Source: an optimization exercise on an open RTL-to-GDS flow (aim: small area, a short achievable clock period and few clock cycles). Production flows keep margins and buffers that such runs may drop.
Function was not checked in any run shown here: the RTL went through the layout flow alone.
No activity file was given, so power comes from the tool's default toggle rates.

[flow/run.sh]
#!/bin/bash
# The standard layout (standard.sh), with two ORFS settings changed: the port buffers use
# buf_1 instead of the default delay-buffer cell, and timing repair may resize a cell to any
# footprint. Each tool's output goes to the ORFS logs under orfs/logs; make's output to
# standard.log.
export BUFFER_PORTS_ARGS="-buffer_cell sky130_fd_sc_hd__buf_1"
bash standard.sh MATCH_CELL_FOOTPRINT=0 finish > standard.log 2>&1
[standard.sh]
#!/bin/bash
# synth_recipe.tcl (not shown) runs the flow's synth.tcl, then flattens the netlist and writes it again
# the make line also repeats each setting of config.mk as NAME=value (left out here)
make -C /OpenROAD-flow-scripts/flow DESIGN_CONFIG=/design/flow/config.mk WORK_HOME=/design/flow/orfs CLKGATE_MAP_FILE= SYNTH_SCRIPT=/design/flow/synth_recipe.tcl "${@:-finish}"
[config.mk]
export PLATFORM = sky130hd
export DESIGN_NAME = alu_md
export DESIGN_NICKNAME = alu_md
export VERILOG_FILES = /design/flow/design.v
export SDC_FILE = /design/flow/constraint.sdc
export NUM_CORES = 4
export LEC_CHECK = 0
export ABC_AREA = 1
export CAP_MARGIN = 20
export CORE_MARGIN = 2
export CORE_UTILIZATION = 40
export SETUP_SLACK_MARGIN = 1.6
export SLEW_MARGIN = 20
[constraint.sdc]
create_clock -name core_clock -period 6.0 [get_ports {clk}]
set_input_delay 1.2000 -clock core_clock [delete_from_list [all_inputs] [get_ports {clk}]]
set_output_delay 1.2000 -clock core_clock [all_outputs]
set_load 0.01 [all_outputs]
[design.v]
module alu_md #(
  parameter int unsigned WIDTH = 32,
  parameter int unsigned SAW   = 5,
  parameter int unsigned CW    = 6
) (
  input  logic             clk,
  input  logic             reset,
  input  logic [WIDTH-1:0] RSbus,
  input  logic [WIDTH-1:0] RTbus,
  input  logic [WIDTH-1:0] Imm,
  input  logic             UseImm,
  input  logic [7:0]       SEL,
  input  logic             Start,
  input  logic             ReadLabel,
  input  logic             WriteLabel,
  output logic [WIDTH-1:0] ALUout,
  output logic [WIDTH-1:0] HI,
  output logic [WIDTH-1:0] LO,
  output logic             Busy,
  output logic             Done
);
  logic        s_mul, s_mulx, s_daln, s_div, s_fixq, s_fixr;
  logic [33:0] opa;       
  logic [4:0]  cnt;
  logic        last;      
  logic        hx;        
  logic        ext;       
  logic [1:0]  mcls;      
  logic        negq, negr;
  logic [4:0]  dsh;       
  logic        zq;        
  logic        dvneg;     
  logic        one0, two0, neg0, one1, two1, neg1;    
  logic        av_nhi, av_nlo, fixc;    
  logic        unused_labels;
  assign unused_labels = ReadLabel ^ WriteLabel;
  logic [31:0] y;
  logic [4:0]  sa;
  logic        accept;
  logic        op_mul, op_div, op_sgn;
  assign y      = UseImm ? Imm : RTbus;    
  assign sa     = UseImm ? Imm[10:6] : RSbus[4:0];
  assign accept = Start & ~Busy;
  assign op_mul = (SEL == 8'h10) || (SEL == 8'h11);
  assign op_div = (SEL == 8'h12) || (SEL == 8'h13);
  assign op_sgn = ~SEL[0];
  logic        sub;
  logic [33:0] sumc;
  logic [32:0] sum;
  logic        slt, sltu;
  assign sub  = SEL[2];    
  assign sumc = {1'b0, RSbus, 1'b1} + {1'b0, y ^ {32{sub}}, sub};
  assign sum  = sumc[33:1];
  assign sltu = ~sum[32];
  assign slt  = (RSbus[31] ^ y[31]) ? RSbus[31] : sum[31];
  function automatic logic [32:0] rev33(input logic [32:0] v);
    for (int i = 0; i < 33; i++) rev33[i] = v[32-i];
  endfunction
  logic [31:0] shsrc;
  logic        sh_l, fill;
  logic [4:0]  shamt;
  logic [32:0] shin, shr, shout;
  assign shsrc = s_daln ? opa[31:0] : RTbus;
  assign sh_l  = s_daln | SEL[1];
  assign fill  = ~sh_l & ~SEL[0] & RTbus[31];
  assign shamt = s_daln ? dsh : sa;
  assign shin  = sh_l ? rev33({s_daln & dvneg, shsrc}) : {fill, shsrc};
  always_comb begin
    shr = shin;
    if (shamt[4]) shr = {{16{fill}}, shr[32:16]};
    if (shamt[3]) shr = {{8{fill}},  shr[32:8]};
    if (shamt[2]) shr = {{4{fill}},  shr[32:4]};
    if (shamt[1]) shr = {{2{fill}},  shr[32:2]};
    if (shamt[0]) shr = {fill,       shr[32:1]};
  end
  assign shout = sh_l ? rev33(shr) : shr;
  logic [31:0] alu_res;
  logic        alu_we;
  always_comb begin
    alu_we  = 1'b1;
    alu_res = '0;
    case (SEL)
      8'h00, 8'h05: alu_res = sum[31:0];
      8'h01:        alu_res = RSbus & y;
      8'h02:        alu_res = RSbus ^ y;
      8'h03:        alu_res = RSbus | y;
      8'h04:        alu_res = ~(RSbus | y);
      8'h06:        alu_res = {31'b0, sltu};
      8'h07:        alu_res = {31'b0, slt};
      8'h08, 8'h09, 8'h0A: alu_res = shout[31:0];
      8'h14:        alu_res = HI;
      8'h15:        alu_res = LO;
      8'h10, 8'h11, 8'h12, 8'h13, 8'h16, 8'h17: alu_we = 1'b0;
      default:      alu_res = '0;
    endcase
  end
  function automatic logic [1:0] mclass(input logic [31:0] v, input logic sg);
    logic f8, f16, f24;
    f8  = (v[31:7]  == 25'h0) || (sg && (v[31:7]  == 25'h1ffffff));
    f16 = (v[31:15] == 17'h0) || (sg && (v[31:15] == 17'h1ffff));
    f24 = (v[31:23] == 9'h0)  || (sg && (v[31:23] == 9'h1ff));
    mclass = f8 ? 2'd0 : f16 ? 2'd1 : f24 ? 2'd2 : 2'd3;
  endfunction
  logic [1:0]  y_cls, rs_cls, m_cls;
  logic        mswap;
  logic [31:0] mplier, mcand;
  assign y_cls  = mclass(y, op_sgn);
  assign rs_cls = mclass(RSbus, op_sgn);
  assign mswap  = rs_cls < y_cls;
  assign m_cls  = mswap ? rs_cls : y_cls;
  assign mplier = mswap ? RSbus : y;
  assign mcand  = mswap ? y : RSbus;
  function automatic logic [2:0] booth(input logic b1, input logic b0, input logic bm);
    booth[2] = b0 ^ bm;                                    
    booth[1] = (b1 & ~b0 & ~bm) | (~b1 & b0 & bm);         
    booth[0] = b1;                                         
  endfunction
  function automatic logic [5:0] clz32(input logic [31:0] v);
    logic [15:0] z1; logic [15:0]     c1;
    logic [7:0]  z2; logic [7:0][1:0] c2;
    logic [3:0]  z3; logic [3:0][2:0] c3;
    logic [1:0]  z4; logic [1:0][3:0] c4;
    for (int i = 0; i < 16; i++) begin
      z1[i] = ~(v[2*i+1] | v[2*i]);
      c1[i] = ~v[2*i+1];
    end
    for (int i = 0; i < 8; i++) begin
      z2[i] = z1[2*i+1] & z1[2*i];
      c2[i] = z1[2*i+1] ? {1'b1, c1[2*i]} : {1'b0, c1[2*i+1]};
    end
    for (int i = 0; i < 4; i++) begin
      z3[i] = z2[2*i+1] & z2[2*i];
      c3[i] = z2[2*i+1] ? {1'b1, c2[2*i]} : {1'b0, c2[2*i+1]};
    end
    for (int i = 0; i < 2; i++) begin
      z4[i] = z3[2*i+1] & z3[2*i];
      c4[i] = z3[2*i+1] ? {1'b1, c3[2*i]} : {1'b0, c3[2*i+1]};
    end
    clz32 = (z4[1] & z4[0]) ? 6'd32 : (z4[1] ? {2'b01, c4[0]} : {2'b00, c4[1]});
  endfunction
  logic        y_zero, negn, negd;
  logic [5:0]  clzn, clzd;
  assign negn   = op_sgn & RSbus[31];
  assign negd   = op_sgn & y[31];
  assign y_zero = (y == 32'b0);
  assign clzn   = clz32(RSbus ^ {32{negn}});
  assign clzd   = clz32(y ^ {32{negd}});
  logic [6:0] sdiff;
  assign sdiff = {2'b0, (clzd[5] ? 5'd31 : clzd[4:0])} - {1'b0, clzn} + {6'b0, negn};
  logic [36:0] av, x37, pp0, pp1, cv, sv, cc;
  logic [37:0] s38;
  logic [36:0] s37;
  logic        fix, dborrow;
  assign fix = fixc;
  assign x37 = {{3{opa[33]}}, opa};
  assign pp0 = (({37{one0}} & x37) | ({37{two0}} & {x37[35:0], 1'b0})) ^ {37{neg0}};
  assign pp1 = (({37{one1}} & {x37[34:0], 2'b0}) | ({37{two1}} & {x37[33:0], 3'b0}))
               ^ {37{neg1}};
  always_comb begin
    if (av_nlo)      av = ~{5'b0, LO};
    else if (av_nhi) av = ~{5'b0, HI};
    else             av = {{4{hx}}, hx, HI};
  end
  assign sv      = av ^ pp0 ^ pp1;
  assign cv      = (av & pp0) | (av & pp1) | (pp0 & pp1);
  assign cc      = {cv[35:0], neg1};
  assign s38     = {sv, 1'b1} + {cc, (neg0 | fix)};
  assign s37     = s38[37:1];
  assign dborrow = s37[36];
  logic [31:0] alu_nxt, hi_nxt, lo_nxt;
  logic [33:0] opa_nxt;
  logic [4:0]  cnt_nxt, dsh_nxt;
  logic        zq_nxt;
  logic [5:0]  bctl_nxt;
  logic [1:0]  mcls_nxt;
  logic        n_mul, n_mulx, n_daln, n_div, n_fixq, n_fixr;
  logic        last_nxt, hx_nxt, ext_nxt, negq_nxt, negr_nxt, dvneg_nxt, done_nxt;
  always_comb begin
    {n_mul, n_mulx, n_daln, n_div, n_fixq, n_fixr} = 6'b0;
    alu_nxt  = ALUout;
    hi_nxt   = HI;
    lo_nxt   = LO;
    opa_nxt  = opa;
    cnt_nxt  = cnt;
    last_nxt = last;
    hx_nxt   = hx;
    ext_nxt  = ext;
    mcls_nxt = mcls;
    negq_nxt = negq;
    negr_nxt = negr;
    dsh_nxt  = dsh;
    zq_nxt   = zq;
    dvneg_nxt = dvneg;
    bctl_nxt = 6'b0;
    done_nxt = 1'b0;
    dsh_nxt = sdiff[4:0];
    zq_nxt  = sdiff[6];
    if (!Busy) begin
      hx_nxt    = 1'b0;
      mcls_nxt  = m_cls;
      cnt_nxt   = {2'b0, m_cls, 1'b1};
      last_nxt  = 1'b0;
      ext_nxt   = ~op_sgn & mplier[31];
      dvneg_nxt = negd;
      negq_nxt  = negn ^ negd;
      negr_nxt  = negn;
      if (op_div) opa_nxt = {{2{negd}}, y};
      else begin
        opa_nxt  = {{2{op_sgn & mcand[31]}}, mcand};
        bctl_nxt = {booth(mplier[1], mplier[0], 1'b0), booth(mplier[3], mplier[2], mplier[1])};
      end
    end
    if (accept) begin
      if (alu_we) alu_nxt = alu_res;
      if (SEL == 8'h16) hi_nxt = RSbus;
      if (SEL == 8'h17) lo_nxt = RSbus;
      done_nxt = 1'b1;
      if (op_mul) begin
        done_nxt = 1'b0;
        n_mul    = 1'b1;
        hi_nxt   = '0;
        lo_nxt   = mplier;
      end
      if (op_div) begin
        if (y_zero) begin
          hi_nxt = RSbus;
          lo_nxt = '1;
        end else begin
          done_nxt = 1'b0;
          n_daln   = 1'b1;
          hi_nxt   = RSbus;
          lo_nxt   = '0;
        end
      end
    end
    if (s_mul) begin
      {hx_nxt, hi_nxt} = s37[36:4];
      lo_nxt   = {s37[3:0], LO[31:4]};
      cnt_nxt  = cnt - 5'd1;
      last_nxt = (cnt == 5'd1);
      bctl_nxt = {booth(LO[5], LO[4], LO[3]), booth(LO[7], LO[6], LO[5])};
      if (last) begin
        case (mcls)
          2'd0: begin
            hi_nxt = {{23{s37[36]}}, s37[36:28]};
            lo_nxt = {s37[27:0], LO[31:28]};
          end
          2'd1: begin
            hi_nxt = {{15{s37[36]}}, s37[36:20]};
            lo_nxt = {s37[19:0], LO[31:20]};
          end
          2'd2: begin
            hi_nxt = {{7{s37[36]}}, s37[36:12]};
            lo_nxt = {s37[11:0], LO[31:12]};
          end
          default: ;
        endcase
        if (ext) begin
          n_mulx   = 1'b1;
          bctl_nxt = 6'b100_000;    
        end else done_nxt = 1'b1;
      end else n_mul = 1'b1;
    end
    if (s_mulx) begin
      hi_nxt   = s37[31:0];
      done_nxt = 1'b1;
    end
    if (s_daln) begin
      if (zq) begin
        done_nxt = 1'b1;
      end else begin
        if (negr) hi_nxt = s37[31:0];
        n_div    = 1'b1;
        opa_nxt  = {dvneg, shout};
        cnt_nxt  = dsh;
        last_nxt = (dsh == 5'd0);
        bctl_nxt = {2'b10, ~dvneg, 3'b000};    
      end
    end
    if (s_div) begin
      if (!dborrow) hi_nxt = s37[31:0];
      lo_nxt   = {LO[30:0], ~dborrow};
      opa_nxt  = {opa[33], opa[33:1]};
      cnt_nxt  = cnt - 5'd1;
      last_nxt = (cnt == 5'd1);
      bctl_nxt = {one0, two0, neg0, 3'b000};
      if (last) begin
        bctl_nxt = 6'b0;
        if (negq) n_fixq = 1'b1;
        else if (negr) n_fixr = 1'b1;
        else done_nxt = 1'b1;
      end else n_div = 1'b1;
    end
    if (s_fixq) begin
      lo_nxt = s37[31:0];
      if (negr) n_fixr = 1'b1;
      else done_nxt = 1'b1;
    end
    if (s_fixr) begin
      hi_nxt   = s37[31:0];
      done_nxt = 1'b1;
    end
  end
  always_ff @(posedge clk or posedge reset) begin
    if (reset) begin
      ALUout <= '0;
      HI     <= '0;
      LO     <= '0;
      Busy   <= 1'b0;
      Done   <= 1'b0;
      s_mul  <= 1'b0;
      s_mulx <= 1'b0;
      s_daln <= 1'b0;
      s_div  <= 1'b0;
      s_fixq <= 1'b0;
      s_fixr <= 1'b0;
    end else begin
      ALUout <= alu_nxt;
      HI     <= hi_nxt;
      LO     <= lo_nxt;
      Busy   <= n_mul | n_mulx | n_daln | n_div | n_fixq | n_fixr;
      Done   <= done_nxt;
      s_mul  <= n_mul;
      s_mulx <= n_mulx;
      s_daln <= n_daln;
      s_div  <= n_div;
      s_fixq <= n_fixq;
      s_fixr <= n_fixr;
    end
  end
  always_ff @(posedge clk) begin
    opa  <= opa_nxt;
    cnt  <= cnt_nxt;
    last <= last_nxt;
    hx   <= hx_nxt;
    ext  <= ext_nxt;
    mcls <= mcls_nxt;
    negq <= negq_nxt;
    negr <= negr_nxt;
    dsh  <= dsh_nxt;
    zq   <= zq_nxt;
    dvneg <= dvneg_nxt;
    {one0, two0, neg0, one1, two1, neg1} <= bctl_nxt;
    av_nlo <= n_fixq;
    av_nhi <= n_fixr | n_daln;
    fixc   <= n_fixq | n_fixr | (n_daln & negr_nxt);
  end
endmodule
==> flow_summary.toml, run 1 <==
[route]
detail-route-antenna-nets = 0
wirelength_mm = 149
post_drt_wl_per_cell_um = 26.6
drcViolationCount = 0
route.detailed.vias_per_inst = 6.12
drt_first_iter_violations = 5372
num_vias = 34300
drt_pre_antenna_iters = 8

[critical_path]
path_max_fanout = 47
regToRegStartpoint = "av_nlo$_DFF_P_"
crit_path_end_kind = "register"
timing.reg2reg.worst_path_depth = 17
cp.arrival_ps = 4840
worst-setup-path-type = "register to register"
end_point_of_the_critical_path = "LO[7]$_DFFE_PP0P_"
startpoint_type = "register"
crit_start = "av_nlo$_DFF_P_"
reg2reg_slack_ps = 1600
timing.critical_path.required_ps = 6450
r2r_end = "LO[7]$_DFFE_PP0P_"

[grt]
gr-usage-all-layers = 0.423
grt_remaining_overflow = 0
first_pass_grt_wire_length_mm = 209
grt_start_max_net_pins = 69
antenna_violations_before_repair = 7
vias_in_the_first_global_route = 30400

[sta]
finClkSkew_ps = 29.3
slew_headroom = 0.338
clock.fmax_mhz = 227
final_max_slew_viol_count = 0
timing.final.crit_share = 0.733
rsz0062_at_grt = "yes"
finalCriticalPeriod_ps = 4400
tns_ps = 0
report.final.setup_viol = 0
tightestPinTransition_ps = 991
report.final.hold_viol_count = 0

[synthesis]
ys_warn_count = 1
seq_area_frac_synth = 0.149
share_of_flip_flops_with_an_asynchronous_set_or_reset_after_synthesis = 0.627
postSynth.topFlopCell = "dfrtp_1"
synthCells = 4550
synth.net_count = 4846
yosys.cell_types.count = 68
synth-edff-count = 10
syn_area_um2 = 26500
synthesis.area_per_instance_um2 = 5.82
synth-seq-cells = 166

[cells_and_area]
number_of_filler_cells_placed_in_the_layout = 7366
multi_input_area_um2 = 20200
ff_latch_area_um2 = 3960
final_nets = 5015
area.growth.synth_to_final_pct = 14.0
drive_gt1_frac = 0.0981
finalNonFillerCells = 5597

[floorplanning]
fp.coreArea_um2 = 65600
die_height_um = 261
chipWidth_um = 261
area_of_the_die_um2 = 68300
initial_core_util = 0.404
number_of_rows_in_the_core_area = 94
top_level_ports = 208

[cts]
clock_sinks = 166
holdBufCountCts = 0
worst_skew_pair.late_latency_ps = 520
clock_tree.buffer_depth = 2
cts_inserted_buffers = 17
cts_tree = "yes"
clockRootBuffer = "clkbuf_16"
ctsHtreeMaxLevel = 4
cts.clk_slew.worst_paths_ps = 80

[run]
cap_viol_max_count = 0

[placed_design]
hpwl_mm = 118
place.port_buffers = 205
numPlacedInstances = 5531
weighted_congestion_at_the_end_of_routability_driven_global_placement = 1.10

[power_and_ir_drop]
power.ir.vdd_worst_mv = 0.632
static-leakage-power_nw = 14.7
powerDensity_nw_per_um2 = 583

[hold_path]
worst_hold_path_type = "register to register"

[run_status]
outcome = "no timing/DRC/antenna violations"
[stage by stage]
stage | power, mW | worst slack (ps) | cell area [µm²] | utilization | hold slack (ps)
detailed placement | 14.3 | 558 | 28500 | 0.434 | 464
finish | 17.6 | 1600 | 30200 | 0.460 | 483
global route | 18.3 | 1480 | 30200 | 0.460 | 506
global placement | 14.3 | 591 | 28500 | 0.434 | 463
CTS | 15.8 | 1570 | 29400 | 0.448 | 484
floorplan | 8.80 | 1620 | 26500 | - | 440
[layout make-up]
class | count | share of cell area
multi-input cells | 3605 | 0.668
flip-flops and latches | 166 | 0.131
repair buffers | 379 | 0.0730
inverters | 544 | 0.0698
well taps | 864 | 0.0358
clock buffers | 19 | 0.0143
clock inverters | 13 | 0.00609
repair inverters | 6 | 0.00128
diodes | 1 | 0.0000829
[layer usage]
layer	global-route usage	part of all wire
met2	0.600	0.40
met3	0.125	0.14
met1	0.581	0.40
met5	0	0.000087
met4	0.209	0.060
[Yosys cell counts, types with 7 or more instances]
master / instances / area share
buf_2: 36 / 0.0068
nand3_1: 433 / 0.082
xor2_1: 153 / 0.051
a21o_1: 10 / 0.0028
nor4_1: 8 / 0.0019
nand4_1: 24 / 0.0057
nor3_1: 21 / 0.0040
clkbuf_1: 156 / 0.022
o211ai_1: 49 / 0.014
or2_2: 40 / 0.0094
dfrtp_1: 104 / 0.098
inv_2: 13 / 0.0018
buf_1: 23 / 0.0033
inv_1: 514 / 0.073
ha_1: 149 / 0.070
o21a_1: 9 / 0.0026
nand2_2: 16 / 0.0038
dfxtp_1: 52 / 0.039
o21ai_0: 398 / 0.075
a22oi_1: 7 / 0.0020
o221ai_1: 28 / 0.0093
a21oi_1: 296 / 0.056
a221oi_1: 11 / 0.0036
o2111ai_1: 8 / 0.0026
a31oi_1: 24 / 0.0057
nor2_1: 327 / 0.046
clkinv_1: 16 / 0.0023
nand3b_1: 9 / 0.0026
o21ai_2: 10 / 0.0033
o22ai_1: 107 / 0.025
o21bai_1: 12 / 0.0034
fa_1: 37 / 0.028
o2111a_1: 9 / 0.0038
o21ai_1: 47 / 0.0089
a211oi_1: 21 / 0.0060
edfxtp_1: 10 / 0.011
xnor2_1: 10 / 0.0033
nand2_1: 1261 / 0.18
nand2_4: 11 / 0.0047
buf_6: 10 / 0.0043
[cells by family after synthesis]
| group | count (synthesis) | share of synthesized area |
|---|---|---|
| buffers and inverters | 779 | 0.117 |
| XOR/XNOR | 163 | 0.0539 |
| flip-flops | 166 | 0.149 |
| AO/OA/AOI/OAI | 1081 | 0.236 |
| multiplexers | 1 | 0.000378 |
| adder cells (fa/ha/maj) | 186 | 0.0983 |
| AND/OR/NAND/NOR | 2174 | 0.345 |
[where the power goes]
group / total, mW / switching (mW) / internal (mW)
combinational: 14.4 / 10.2 / 4.21
sequential: 1.93 / 0.539 / 1.39
clock: 1.27 / 0.603 / 0.671
total: 17.6 / 11.3 / 6.27
[worst min-delay path by stage]
stage	startpoint	endpoint	cells past startpoint
after floorplan	opa[29]$_DFF_P_	opa[28]$_DFF_P_	2
after global placement	ALUout[30]$_DFFE_PP0P_	ALUout[30]$_DFFE_PP0P_	2
after detailed placement	ALUout[8]$_DFFE_PP0P_	ALUout[8]$_DFFE_PP0P_	2
after CTS	ALUout[23]$_DFFE_PP0P_	ALUout[23]$_DFFE_PP0P_	2
after global routing	ALUout[16]$_DFFE_PP0P_	ALUout[16]$_DFFE_PP0P_	2
final	ALUout[23]$_DFFE_PP0P_	ALUout[23]$_DFFE_PP0P_	2
[critical path, cell delays in order, from the launching register on]
cell,delay (ps)
dfxtp_4,520
inv_16,130
o21ai_0,240
buf_4,200
fa_1,430
ha_1,420
nand2_1,140
o21ai_1,230
buf_4,180
xor2_1,610
inv_1,280
o221ai_1,420
a21oi_1,150
nand2_1,120
nand2_1,50
nand2_1,50
nand2_1,60
nand2_1,50
[cell usage in the layout, fill, tap and decap left out, types with 12 or more instances in the layout]
cell / n
a211oi_1: 21
o211ai_1: 49
a21oi_1: 269
o21ai_0: 376
clkinv_1: 12
dfxtp_1: 48
nand2_2: 27
inv_1: 508
a31oi_1: 22
or2_2: 40
buf_4: 161
inv_2: 12
a21oi_2: 27
xor2_1: 147
nor3_1: 18
buf_1: 201
nor2_2: 19
nand2_1: 1248
dfrtp_1: 101
ha_1: 132
fa_1: 36
nor2_1: 308
o22ai_1: 104
nand2_4: 13
o21ai_2: 19
o21ai_1: 55
nand3_1: 426
o221ai_1: 27
clkbuf_16: 18
nand4_1: 24
[state kept, by name, summed over array words and instances (netlist names), 2 cells and up]
signal and cells:
opa 34, HI 32, ALUout 32, LO 32, cnt 5, mcls 2
dsh 5
[repair_timing]
action	CTS	global route
pin swaps	1	18
hold endpoints to repair	0	0
gates resized for setup	73	149
endpoints found under the setup margin	65	100
cloned	3	4
buffers inserted	6	20
==> run 2: changes to the inputs <==
--- a/config.mk
+++ b/config.mk
@@ -10,4 +10,4 @@
 export CORE_MARGIN = 2
 export CORE_UTILIZATION = 40
-export SETUP_SLACK_MARGIN = 1.6
+export SETUP_SLACK_MARGIN = 1.7
 export SLEW_MARGIN = 20
==> run 2 against run 1 <==
Effect of this change:
- clock power is 6% lower
- area after synthesis did not move
- global-route usage rose by 1.2 points
- clock skew fell by 5.4 ps
- register-to-register slack gained 120 ps
- still clean
- largest cell class unchanged
==> flow_summary.toml, run 2 <==
[sta]
final_max_slew_viol_count = 0
finClkSkew_ps = 23.9
tightestPinTransition_ps = 1060
tns_ps = 0
report.final.hold_viol_count = 0
slew_headroom = 0.288
finalCriticalPeriod_ps = 4280
rsz0062_at_grt = "yes"
report.final.setup_viol = 0
timing.final.crit_share = 0.714
clock.fmax_mhz = 234

[critical_path]
cp.arrival_ps = 4710
regToRegStartpoint = "av_nhi$_DFF_P_"
crit_start = "av_nhi$_DFF_P_"
timing.critical_path.mode_cell = "nand2_1"
cp_cell_sequence = "buf_4, buf_4, xor2_1, a21oi_2, fa_1, inv_1, ha_2, nand2_1, nand2_1, a31oi_1, nand2_2, a21oi_4, o21ai_2, nand3_1, nand3b_1, nand3_1, o21ai_1, nor2_2, o21ai_1, nand2_1, nand2_1"
reg2reg_slack_ps = 1720
timing.critical_path.required_ps = 6430
worst-setup-path-type = "register to register"
startpoint_type = "register"
r2r_end = "HI[10]$_DFF_PP0_"
path_max_fanout = 7
timing.reg2reg.worst_path_depth = 21
cell_with_the_largest_stage_delay_on_the_worst_path = "fa_1"
crit_path_end_kind = "register"
critical_path.max_stage_delay_ps = 510

[synthesis]
synth-seq-cells = 166
synth-edff-count = 10
yosys.cell_types.count = 68
yosys.area.top_type = "nand2_1"
ys_top_cells_by_count = "nand2_1, inv_1, nand3_1"
synthCells = 4550
postSynth.topFlopCell = "dfrtp_1"
synth.area.top_cells = "nand2_1, dfrtp_1, nand3_1"
syn_area_um2 = 26500
synthesis.area_per_instance_um2 = 5.82
synth.net_count = 4846
most_common_cell_in_the_netlist = "nand2_1"
share_of_flip_flops_with_an_asynchronous_set_or_reset_after_synthesis = 0.627
synth_top_area_share = 0.179
seq_area_frac_synth = 0.149
ys_warn_count = 1

[cells_and_area]
finish.utilization = 0.473
layout_common_cells = "nand2_1, inv_1, nand3_1"
ff_latch_area_um2 = 3960
number_of_filler_cells_placed_in_the_layout = 7271
max_ffs_per_register = 34
multi_input_area_um2 = 20700
finalNonFillerCells = 5634
max_flop_register = "opa"
drive_gt1_frac = 0.123
layout.cells.most_common = "nand2_1"
final_nets = 5051
area.growth.synth_to_final_pct = 17.2

[cts]
holdBufCountCts = 0
cts_inserted_buffers = 17
clock_tree.buffer_depth = 2
clockRootBuffer = "clkbuf_16"
worst_skew_pair.late_latency_ps = 530
clock_sinks = 166
cts_tree = "yes"
ctsHtreeMaxLevel = 4
cts.clk_slew.worst_paths_ps = 90

[floorplanning]
fp.coreArea_um2 = 65600
top_level_ports = 208
chipWidth_um = 261
area_of_the_die_um2 = 68300
initial_core_util = 0.404
number_of_rows_in_the_core_area = 94
die_height_um = 261

[grt]
gr-usage-all-layers = 0.435
vias_in_the_first_global_route = 30800
grt_start_max_net_pins = 69
antenna_violations_before_repair = 7
grt_remaining_overflow = 0
first_pass_grt_wire_length_mm = 213

[route]
drt_pre_antenna_iters = 6
route.detailed.vias_per_inst = 6.12
drcViolationCount = 0
drt_first_iter_violations = 5856
post_drt_wl_per_cell_um = 27.3
num_vias = 34500
detail-route-antenna-nets = 0
wirelength_mm = 154

[placed_design]
weighted_congestion_at_the_end_of_routability_driven_global_placement = 1.12
place.port_buffers = 205
numPlacedInstances = 5547
hpwl_mm = 121

[hold_path]
hold_ep = "opa[28]$_DFF_P_"
worst_hold_path_type = "register to register"
hold_start = "opa[29]$_DFF_P_"
min_delay_path_depth = 2

[power_and_ir_drop]
power.internal_mw = 6.72
power.share.combinational = 0.835
share_seq_of_total_power = 0.102
power.ir.vdd_worst_mv = 0.546
totalPowerFinal_mw = 18.7
power_switching_share = 0.641
netSwitchingPower_mw = 12.0
clock_power_share = 0.064
powerDensity_nw_per_um2 = 602
static-leakage-power_nw = 15.0

[run]
cap_viol_max_count = 0

[run_status]
outcome = "no timing/DRC/antenna violations"
run 2: cell counts after synthesis:
Identical to the previous run, type by type.
run 2: power groups by stage:
stage | sequential [mW] | clock [mW] | combinational, mW
6_report | 1.90 | 1.19 | 15.6
3_5_place_dp | 1.88 | 0 | 12.5
4_1_cts | 1.87 | 1.19 | 13.0
5_1_grt | 1.89 | 1.23 | 16.3
3_3_place_gp | 1.89 | 0 | 12.6
2_1_floorplan | 1.74 | 0 | 7.06
run 2: stage by stage:
stage | hold slack, ps | cell area (µm²) | setup slack (ps)
global route | 498 | 31100 | 1590
CTS | 473 | 29700 | 1700
global placement | 462 | 28600 | 682
detailed placement | 462 | 28600 | 601
finish | 477 | 31100 | 1720
floorplan | 440 | 26500 | 1700
run 2: routing by layer:
layer	wire length, µm	vias up	part of all wire	GRT usage
li1	-	15500	-	-
met1	63400	16300	0.41	0.604
met2	61500	2302	0.40	0.622
met3	19600	408	0.13	0.113
met4	9130	8	0.059	0.213
met5	47	-	0.00031	0
run 2: cell families (layout without fill, tap and decap cells):
kind of cell	Yosys count	in the layout	synth area share
AND/OR/NAND/NOR	2174	2174	0.345
AO/OA/AOI/OAI	1081	1081	0.236
buffers and inverters	779	997	0.117
adder cells (fa/ha/maj)	186	186	0.0983
flip-flops	166	166	0.149
XOR/XNOR	163	163	0.0539
multiplexers	1	1	0.000378
other	0	2	0
run 2: layout make-up:
type,count,area share
timing repair inverter,5,0.00129
antenna,2,0.000161
timing repair buffer,416,0.0829
multi-input combinational,3605,0.666
sequential,166,0.128
clock inverter,15,0.00491
inverter,544,0.0682
tap,864,0.0348
clock buffer,17,0.0137
run 2: worst max-delay path, delay by kind of cell (launching register included):
family | cells | cell delay [ps]
AND/OR/NAND/NOR | 9 | 1190
AO/OA/AOI/OAI | 6 | 1170
adder cells (fa/ha/maj) | 2 | 820
buffers and inverters | 3 | 450
flip-flops | 1 | 410
XOR/XNOR | 1 | 160
run 2: worst max-delay path by stage:
stage	end	slack (ps)	cells after the start
after floorplan	HI[29]$_DFF_PP0_	1700	21
after global placement	zq$_DFF_P_	680	25
after detailed placement	zq$_DFF_P_	600	25
after CTS	zq$_DFF_P_	1700	22
after global routing	HI[1]$_DFF_PP0_	1590	23
final	HI[10]$_DFF_PP0_	1720	21
run 2: repair_timing:
item                       in CTS  in global routing
setup buffers                  19                 26
setup endpoints to repair      77                 95
resized for setup             114                249
pin swaps                       5                 45
gates cloned                    5                  3
==> run 3: changes to the inputs <==
--- a/design.v
+++ b/design.v
@@ -32,5 +32,4 @@
   logic        dvneg;     
   logic        one0, two0, neg0, one1, two1, neg1;    
-  logic        av_nhi, av_nlo, fixc;    
   logic        unused_labels;
   assign unused_labels = ReadLabel ^ WriteLabel;
@@ -95,18 +94,18 @@
     endcase
   end
-  function automatic logic [1:0] mclass(input logic [31:0] v, input logic sg);
-    logic f8, f16, f24;
-    f8  = (v[31:7]  == 25'h0) || (sg && (v[31:7]  == 25'h1ffffff));
-    f16 = (v[31:15] == 17'h0) || (sg && (v[31:15] == 17'h1ffff));
-    f24 = (v[31:23] == 9'h0)  || (sg && (v[31:23] == 9'h1ff));
-    mclass = f8 ? 2'd0 : f16 ? 2'd1 : f24 ? 2'd2 : 2'd3;
+  function automatic logic [2:0] mfits(input logic [31:0] v, input logic sg);
+    mfits[0] = (v[31:7]  == 25'h0) || (sg && (v[31:7]  == 25'h1ffffff));
+    mfits[1] = (v[31:15] == 17'h0) || (sg && (v[31:15] == 17'h1ffff));
+    mfits[2] = (v[31:23] == 9'h0)  || (sg && (v[31:23] == 9'h1ff));
   endfunction
-  logic [1:0]  y_cls, rs_cls, m_cls;
+  logic [2:0]  y_fit, rs_fit, m_fit;
+  logic [1:0]  m_cls;
   logic        mswap;
   logic [31:0] mplier, mcand;
-  assign y_cls  = mclass(y, op_sgn);
-  assign rs_cls = mclass(RSbus, op_sgn);
-  assign mswap  = rs_cls < y_cls;
-  assign m_cls  = mswap ? rs_cls : y_cls;
+  assign y_fit  = UseImm ? mfits(Imm, op_sgn) : mfits(RTbus, op_sgn);
+  assign rs_fit = mfits(RSbus, op_sgn);
+  assign mswap  = |(rs_fit & ~y_fit);
+  assign m_fit  = rs_fit | y_fit;
+  assign m_cls  = m_fit[0] ? 2'd0 : m_fit[1] ? 2'd1 : m_fit[2] ? 2'd2 : 2'd3;
   assign mplier = mswap ? RSbus : y;
   assign mcand  = mswap ? y : RSbus;
@@ -152,18 +151,19 @@
   logic [36:0] s37;
   logic        fix, dborrow;
-  assign fix = fixc;
+  assign fix = s_fixq | s_fixr | (s_daln & negr);
   assign x37 = {{3{opa[33]}}, opa};
   assign pp0 = (({37{one0}} & x37) | ({37{two0}} & {x37[35:0], 1'b0})) ^ {37{neg0}};
   assign pp1 = (({37{one1}} & {x37[34:0], 2'b0}) | ({37{two1}} & {x37[33:0], 3'b0}))
                ^ {37{neg1}};
-  always_comb begin
-    if (av_nlo)      av = ~{5'b0, LO};
-    else if (av_nhi) av = ~{5'b0, HI};
-    else             av = {{4{hx}}, hx, HI};
-  end
+  assign av = {{4{hx}}, hx, HI};
   assign sv      = av ^ pp0 ^ pp1;
   assign cv      = (av & pp0) | (av & pp1) | (pp0 & pp1);
   assign cc      = {cv[35:0], neg1};
-  assign s38     = {sv, 1'b1} + {cc, (neg0 | fix)};
+  logic [31:0] fixv;
+  logic [36:0] adda, addb;
+  assign fixv    = s_fixq ? LO : HI;
+  assign adda    = sv & {37{~fix}};
+  assign addb    = fix ? ~{5'b0, fixv} : cc;
+  assign s38     = {adda, 1'b1} + {addb, (neg0 | fix)};
   assign s37     = s38[37:1];
   assign dborrow = s37[36];
@@ -342,7 +342,4 @@
     dvneg <= dvneg_nxt;
     {one0, two0, neg0, one1, two1, neg1} <= bctl_nxt;
-    av_nlo <= n_fixq;
-    av_nhi <= n_fixr | n_daln;
-    fixc   <= n_fixq | n_fixr | (n_daln & negr_nxt);
   end
 endmodule
--- a/config.mk
+++ b/config.mk
@@ -10,4 +10,4 @@
 export CORE_MARGIN = 2
 export CORE_UTILIZATION = 40
-export SETUP_SLACK_MARGIN = 1.7
+export SETUP_SLACK_MARGIN = 1.6
 export SLEW_MARGIN = 20
==> run 3 against run 2 <==
Effect of this change:
- non-clock buffer count is 40 lower
- utilization is 1.5 points lower
- clock power is 8% higher
- die area is 0.20% higher
- largest power group unchanged
- wire length is 6.3% higher
==> flow_summary.toml, run 3 <==
[run_status]
outcome = "no timing/DRC/antenna violations"

[synthesis]
postSynth.topFlopCell = "dfrtp_1"
share_of_flip_flops_with_an_asynchronous_set_or_reset_after_synthesis = 0.638
synth_top_area_share = 0.183
seq_area_frac_synth = 0.147
synth-simple-area-share = 0.365
most_common_cell_in_the_netlist = "nand2_1"
ys_warn_count = 1
share_of_the_synthesized_netlist_area_taken_by_xor_and_xnor_gates = 0.0436
yosys.cell_types.count = 63
synth.net_count = 4897
synth-edff-count = 11
fraction_of_the_mapped_netlist_area_in_adder_cells = 0.0975
yosys.area.top_type = "nand2_1"
synth_area_in_compound_gates = 0.235
synthesis.area_per_instance_um2 = 5.77
synth.area.top_cells = "nand2_1, dfrtp_1, nand3_1"
synth-seq-cells = 163
synthCells = 4603
synth_mux_area_frac = 0
syn_area_um2 = 26500
ys_top_cells_by_count = "nand2_1, nand3_1, inv_1"
main_combinational_cell_family_by_area_after_synthesis = "simple AND/OR/NAND/NOR gates"

[power_and_ir_drop]
power_switching_share = 0.666
static-leakage-power_nw = 14.6
clock_power_share = 0.058
totalPowerFinal_mw = 21.9
share_seq_of_total_power = 0.095
netSwitchingPower_mw = 14.6
power.share.combinational = 0.847
power.ir.vdd_worst_mv = 0.645
powerDensity_nw_per_um2 = 728
power.internal_mw = 7.33

[sta]
final_max_slew_viol_count = 0
slew_headroom = 0.150
final.setup.worst_slack_ps = 1470
tightestPinTransition_ps = 1240
finalCriticalPeriod_ps = 4530
rsz0062_at_grt = "yes"
tns_ps = 0
clock.fmax_mhz = 221
finClkSkew_ps = 17.7
report.final.setup_viol = 0
timing.final.crit_share = 0.755
report.final.hold_viol_count = 0

[hold_path]
hold_start = "ALUout[5]$_DFFE_PP0P_"
worst_hold_path_type = "register to register"
min_delay_path_depth = 2
hold_ep = "ALUout[5]$_DFFE_PP0P_"

[floorplanning]
fp.coreArea_um2 = 65700
die_height_um = 262
chipWidth_um = 262
initial_core_util = 0.404
top_level_ports = 208
number_of_rows_in_the_core_area = 94
area_of_the_die_um2 = 68400

[cells_and_area]
area.growth.synth_to_final_pct = 13.5
layout.cells.most_common = "nand2_1"
layout_common_cells = "nand2_1, nand3_1, inv_1"
max_flop_register = "opa"
final_nets = 5053
drive_gt1_frac = 0.0805
max_ffs_per_register = 34

[route]
post_drt_wl_per_cell_um = 29.0
drt_pre_antenna_iters = 8
wl_met2_mm = 66.0
wirelength_mm = 163
drcViolationCount = 0
drt_first_iter_violations = 6013
num_vias = 35000
top_routing_layer_in_use = "met5"
detail_route.wirelength.met1_mm = 64.8
met3RoutedLength_mm = 23.0
detail-route-antenna-nets = 0
route.detailed.vias_per_inst = 6.20

[cts]
holdBufCountCts = 0
worst_skew_pair.late_latency_ps = 510
clockRootBuffer = "clkbuf_16"
cts_tree = "yes"
cts.clk_slew.worst_paths_ps = 80
clock_sinks = 163
ctsHtreeMaxLevel = 4
cts_inserted_buffers = 17
clock_tree.buffer_depth = 2

[critical_path]
path_max_fanout = 22
cp.arrival_ps = 4930
reg2reg_slack_ps = 1630
regToRegStartpoint = "one0$_SDFFCE_PP0P_"
crit_path_end_kind = "register"
timing.critical_path.required_ps = 6400
timing.reg2reg.worst_path_depth = 27
worst-setup-path-type = "input pin to register"
startpoint_type = "input pin"
r2r_end = "HI[0]$_DFF_PP0_"

[placed_design]
place.port_buffers = 205
weighted_congestion_at_the_end_of_routability_driven_global_placement = 1.14
hpwl_mm = 131
dp_slack_ps = 668

[grt]
antenna_violations_before_repair = 10
gr-usage-all-layers = 0.464
grt_start_max_net_pins = 69
grt_remaining_overflow = 0
vias_in_the_first_global_route = 31100
first_pass_grt_wire_length_mm = 226

[run]
cap_viol_max_count = 0
run 3: cell families after synthesis:
| logic type | after synthesis |
|---|---|
| AOI/OAI and AO/OA | 1063 |
| DFF | 163 |
| buffers and inverters | 749 |
| adders and majority gates | 184 |
| and+or+nand+nor | 2312 |
| xor gates and xnor gates | 132 |
run 3: power groups by stage:
| stage | Clock [mW] | Combinational, mW | Sequential (mW) |
|---|---|---|---|
| 6_report | 1.28 | 18.6 | 2.07 |
| 5_1_grt | 1.31 | 19.5 | 2.07 |
| 4_1_cts | 1.28 | 16.2 | 2.04 |
| 3_5_place_dp | 0 | 16.0 | 2.06 |
| 3_3_place_gp | 0 | 16.1 | 2.06 |
| 2_1_floorplan | 0 | 9.45 | 1.83 |
run 3: repair_timing:
action | 4_1_cts | 5_1_grt
gates resized for setup | 45 | 129
setup buffers | 12 | 19
pin swaps | 3 | 18
cloned | 0 | 8
setup endpoints to repair | 55 | 81
run 3: how the worst max path moves through the flow:
| stage | slack [ps] | endpoint | start |
|---|---|---|---|
| after floorplan | 1640 | zq$_DFF_P_ | UseImm |
| after global placement | 630 | zq$_DFF_P_ | RSbus[31] |
| after detailed placement | 670 | zq$_DFF_P_ | UseImm |
| after CTS | 1550 | HI[0]$_DFF_PP0_ | one0$_SDFFCE_PP0P_ |
| after global routing | 1480 | HI[0]$_DFF_PP0_ | one0$_SDFFCE_PP0P_ |
| final | 1470 | ALUout[16]$_DFFE_PP0P_ | UseImm |
run 3: final cells by class:
| type | instances | area [µm²] |
|---|---|---|
| inverter | 510 | 1950 |
| tap | 864 | 1080 |
| antenna | 5 | 12.5 |
| clock inverter | 10 | 93.8 |
| fill | 7277 | 35600 |
| multi-input combinational | 3691 | 20200 |
| timing repair buffer | 376 | 2370 |
| sequential | 163 | 3900 |
| clock buffer | 22 | 539 |
run 3: metrics by stage:
stage | utilization | hold WS [ps] | instances | instance area (µm²)
after floorplan | - | 436 | 4603 | 26500
after global routing | 0.458 | 501 | 5636 | 30100
after global placement | 0.432 | 456 | 5564 | 28400
after detailed placement | 0.432 | 463 | 5565 | 28400
final | 0.458 | 479 | 5641 | 30100
after CTS | 0.445 | 483 | 5609 | 29300
run 3: worst max-delay path, cell delays in order:
cell and delay (ps):
buf_12 140, buf_12 150, o21ai_1 710, xor2_1 190, ha_1 440, nand2_1 140
nor4_1 300, nand2_1 90, nand2_1 180, a21boi_0 220, or2_2 320, nand3_1 200
nand4_1 400, nand2_1 160, nand2_1 60
run 3: layer usage:
metal	vias up	GRT usage
met2	2558	0.671
met4	8	0.217
met3	456	0.147
met5	-	0
met1	16200	0.623
li1	15800	-
==> run 4: changes to the inputs <==
--- a/design.v
+++ b/design.v
@@ -156,14 +156,13 @@
   assign pp1 = (({37{one1}} & {x37[34:0], 2'b0}) | ({37{two1}} & {x37[33:0], 3'b0}))
                ^ {37{neg1}};
-  assign av = {{4{hx}}, hx, HI};
+  always_comb begin
+    if (s_fixq)      av = ~{5'b0, LO};
+    else if (s_fixr | s_daln) av = ~{5'b0, HI};
+    else             av = {{4{hx}}, hx, HI};
+  end
   assign sv      = av ^ pp0 ^ pp1;
   assign cv      = (av & pp0) | (av & pp1) | (pp0 & pp1);
   assign cc      = {cv[35:0], neg1};
-  logic [31:0] fixv;
-  logic [36:0] adda, addb;
-  assign fixv    = s_fixq ? LO : HI;
-  assign adda    = sv & {37{~fix}};
-  assign addb    = fix ? ~{5'b0, fixv} : cc;
-  assign s38     = {adda, 1'b1} + {addb, (neg0 | fix)};
+  assign s38     = {sv, 1'b1} + {cc, (neg0 | fix)};
   assign s37     = s38[37:1];
   assign dborrow = s37[36];
==> run 4 against run 3 <==
Effect of this change:
- fmax grew 4.2%
- combinational power is essentially flat
- first-iteration DRC count decreased by 14%
- clock skew up 0.79 ps
- highest routed layer is now met4
- largest cell class unchanged
- flip-flop and latch count stayed put
- critical path type is now register to register
- global-route usage shrank 1.9 points
- area after synthesis grew 0.62%
==> flow_summary.toml, run 4 <==
[run_status]
outcome = "no timing/DRC/antenna violations"

[cts]
clock_sinks = 163
cts_inserted_buffers = 17
ctsHtreeMaxLevel = 4
cts_tree = "yes"
cts.clk_slew.worst_paths_ps = 80
clockRootBuffer = "clkbuf_16"
worst_skew_pair.late_latency_ps = 510
holdBufCountCts = 0
clock_tree.buffer_depth = 2

[critical_path]
timing.reg2reg.worst_path_depth = 20
reg2reg_slack_ps = 1660
r2r_end = "HI[3]$_DFF_PP0_"
crit_start = "s_fixr$_DFF_PP0_"
cell_with_the_largest_stage_delay_on_the_worst_path = "dfrtp_2"
crit_path_end_kind = "register"
timing.critical_path.required_ps = 6420
worst-setup-path-type = "register to register"
cp.arrival_ps = 4770
critical_path.n_buffers_inverters = 5
path_max_fanout = 22
critical_path.top_delay_family = "simple AND/OR/NAND/NOR gates"
end_point_of_the_critical_path = "HI[3]$_DFF_PP0_"
regToRegStartpoint = "s_fixr$_DFF_PP0_"
startpoint_type = "register"
critical_path.max_stage_delay_ps = 460
cp_cell_sequence = "nor2_4, buf_12, buf_4, xor2_1, o21ai_0, buf_4, fa_1, ha_2, a21oi_2, a21boi_2, and2_2, nor2_1, nor2_2, nand4_1, nand3_4, nand2_8, clkinv_8, buf_12, nor2_1, a21oi_1"
critical_path_depth = 20

[floorplanning]
area_of_the_die_um2 = 68900
die_height_um = 262
initial_core_util = 0.405
number_of_rows_in_the_core_area = 94
fp.coreArea_um2 = 66000
top_level_ports = 208
chipWidth_um = 262

[synthesis]
synthesis.area_per_instance_um2 = 5.80
most_common_cell_in_the_netlist = "nand2_1"
seq_area_frac_synth = 0.146
synth_top_area_share = 0.177
synth-seq-cells = 163
share_of_flip_flops_with_an_asynchronous_set_or_reset_after_synthesis = 0.638
synthCells = 4605
syn_area_um2 = 26700
synth.net_count = 4899
ys_warn_count = 1
synth-edff-count = 11
yosys.cell_types.count = 71
yosys.area.top_type = "nand2_1"
synth.area.top_cells = "nand2_1, dfrtp_1, nand3_1"
ys_top_cells_by_count = "nand2_1, inv_1, nand3_1"
postSynth.topFlopCell = "dfrtp_1"

[sta]
finalCriticalPeriod_ps = 4340
rsz0062_at_grt = "yes"
report.final.hold_viol_count = 0
slew_headroom = 0.218
tns_ps = 0
tightestPinTransition_ps = 1170
finClkSkew_ps = 18.5
final_max_slew_viol_count = 0
clock.fmax_mhz = 230
timing.final.crit_share = 0.724
report.final.setup_viol = 0

[grt]
vias_in_the_first_global_route = 31800
grt_start_max_net_pins = 66
antenna_violations_before_repair = 3
grt_remaining_overflow = 0
first_pass_grt_wire_length_mm = 224
gr-usage-all-layers = 0.445

[route]
wirelength_mm = 159
post_drt_wl_per_cell_um = 28.1
route.detailed.vias_per_inst = 6.19
detail-route-antenna-nets = 0
drt_pre_antenna_iters = 7
drcViolationCount = 0
num_vias = 34900
drt_first_iter_violations = 5167

[cells_and_area]
num_antenna_cells = 0
max_ffs_per_register = 34
layout_common_cells = "nand2_1, inv_1, nand3_1"
final_nets = 5060
layout.cells.most_common = "nand2_1"
drive_gt1_frac = 0.0912
max_flop_register = "opa"
area.growth.synth_to_final_pct = 13.5

[power_and_ir_drop]
totalPowerFinal_mw = 21.6
static-leakage-power_nw = 14.7
powerDensity_nw_per_um2 = 714
power.ir.vdd_worst_mv = 0.561

[placed_design]
hpwl_mm = 126
weighted_congestion_at_the_end_of_routability_driven_global_placement = 1.14
place.port_buffers = 205

[hold_path]
worst_hold_path_type = "register to register"

[run]
cap_viol_max_count = 0
[run 4: worst min-delay path by stage]
stage                                      start                     end  cells past startpoint
final                     ALUout[16]$_DFFE_PP0P_  ALUout[16]$_DFFE_PP0P_                      2
after detailed placement         opa[28]$_DFF_P_         opa[27]$_DFF_P_                      2
after floorplan                  opa[28]$_DFF_P_         opa[27]$_DFF_P_                      2
after CTS                        opa[28]$_DFF_P_         opa[27]$_DFF_P_                      2
after global placement           opa[28]$_DFF_P_         opa[27]$_DFF_P_                      2
after global routing       ALUout[9]$_DFFE_PP0P_   ALUout[9]$_DFFE_PP0P_                      2
[run 4: layout make-up]
type,instances,area (µm²)
multi-input combinational,3666,20400
sequential,163,3900
clock buffer,20,458
clock inverter,12,109
timing repair buffer,376,2230
inverter,542,2100
tap,864,1080
fill,7362,35700
[run 4: metal layers]
| metal | part of all wire | track usage | vias up |
|---|---|---|---|
| met5 | 0 | 0 | - |
| met4 | 0.096 | 0.358 | 0 |
| met3 | 0.12 | 0.110 | 560 |
| met2 | 0.40 | 0.636 | 2477 |
| met1 | 0.38 | 0.566 | 16200 |
| li1 | - | - | 15700 |
[run 4: cells by family (layout without fill, tap and decap cells)]
logic type	Yosys count	count (layout)	share of synthesized area
AO/OA/AOI/OAI	1048	1048	0.229
buffers and inverters	776	950	0.115
multiplexers	3	3	0.00112
flip-flops	163	163	0.146
adder cells (fa/ha/maj)	184	184	0.0966
XOR/XNOR	169	169	0.0554
AND/OR/NAND/NOR	2262	2262	0.357
[run 4: worst register-to-register path, cell delays in order (launching register included)]
cell and delay (ps):
dfrtp_2 460, nor2_4 120, buf_12 160, buf_4 170, xor2_1 230, o21ai_0 110
buf_4 170, fa_1 390, ha_2 360, a21oi_2 190, a21boi_2 230, and2_2 220
nor2_1 60, nor2_2 180, nand4_1 280, nand3_4 220, nand2_8 100, clkinv_8 150
buf_12 170, nor2_1 70, a21oi_1 190
[run 4: power by group]
group | internal, mW | switching, mW | total (mW)
logic | 5.07 | 13.3 | 18.4
clock network | 0.570 | 0.596 | 1.17
registers | 1.43 | 0.644 | 2.08
total | 7.08 | 14.6 | 21.6
[run 4: per-stage QoR]
| step | utilization | area (µm²) | std cells | hold slack, ps | setup WS, ps |
|---|---|---|---|---|---|
| floorplan | - | 26700 | 4605 | 436 | 1630 |
| global placement | 0.435 | 28700 | 5578 | 458 | 795 |
| detailed placement | 0.435 | 28700 | 5578 | 458 | 842 |
| CTS | 0.448 | 29500 | 5614 | 480 | 1570 |
| global route | 0.459 | 30300 | 5643 | 491 | 1500 |
| finish | 0.459 | 30300 | 5643 | 480 | 1660 |
[run 4: repair_timing]
action	CTS	global route
buffers inserted	4	27
endpoints found under the setup margin	59	71
pin swaps	5	12
cloned	0	2
resized for setup	76	137

[port drivers added, routing unchanged]
In the flow no input, the clock included, has a driving cell. The finished layouts below were timed again as built, in two steps.
Step 1 assumes that a clkbuf_16 drives the clock port and a buf_2 every other input.
Step 2, shift: input delay + t, output delay - t, t = (earliest + latest rising clock arrival at the registers) / 2. This alone moves slack from input paths to output paths.
a / b / c = no drivers / after step 1 / after step 2; a / b = the first two.
run | t, ns | setup WS [ns] | hold WS [ns]
run 1 | 0.577 | 1.602 / 1.602 / 1.083 | 0.483 / 0.483 / 0.483
run 2 | 0.584 | 1.717 / 1.717 / 1.247 | 0.477 / 0.477 / 0.477
run 3 | 0.567 | 1.473 / 1.495 / 0.928 | 0.479 / 0.479 / 0.479
run 4 | 0.573 | 1.656 / 1.656 / 1.161 | 0.480 / 0.480 / 0.480
After both steps every run listed still meets setup and hold. For run 3, which loses most, drivers alone change the setup slack by +0.022 ns; drivers and shift together by -0.545 ns.
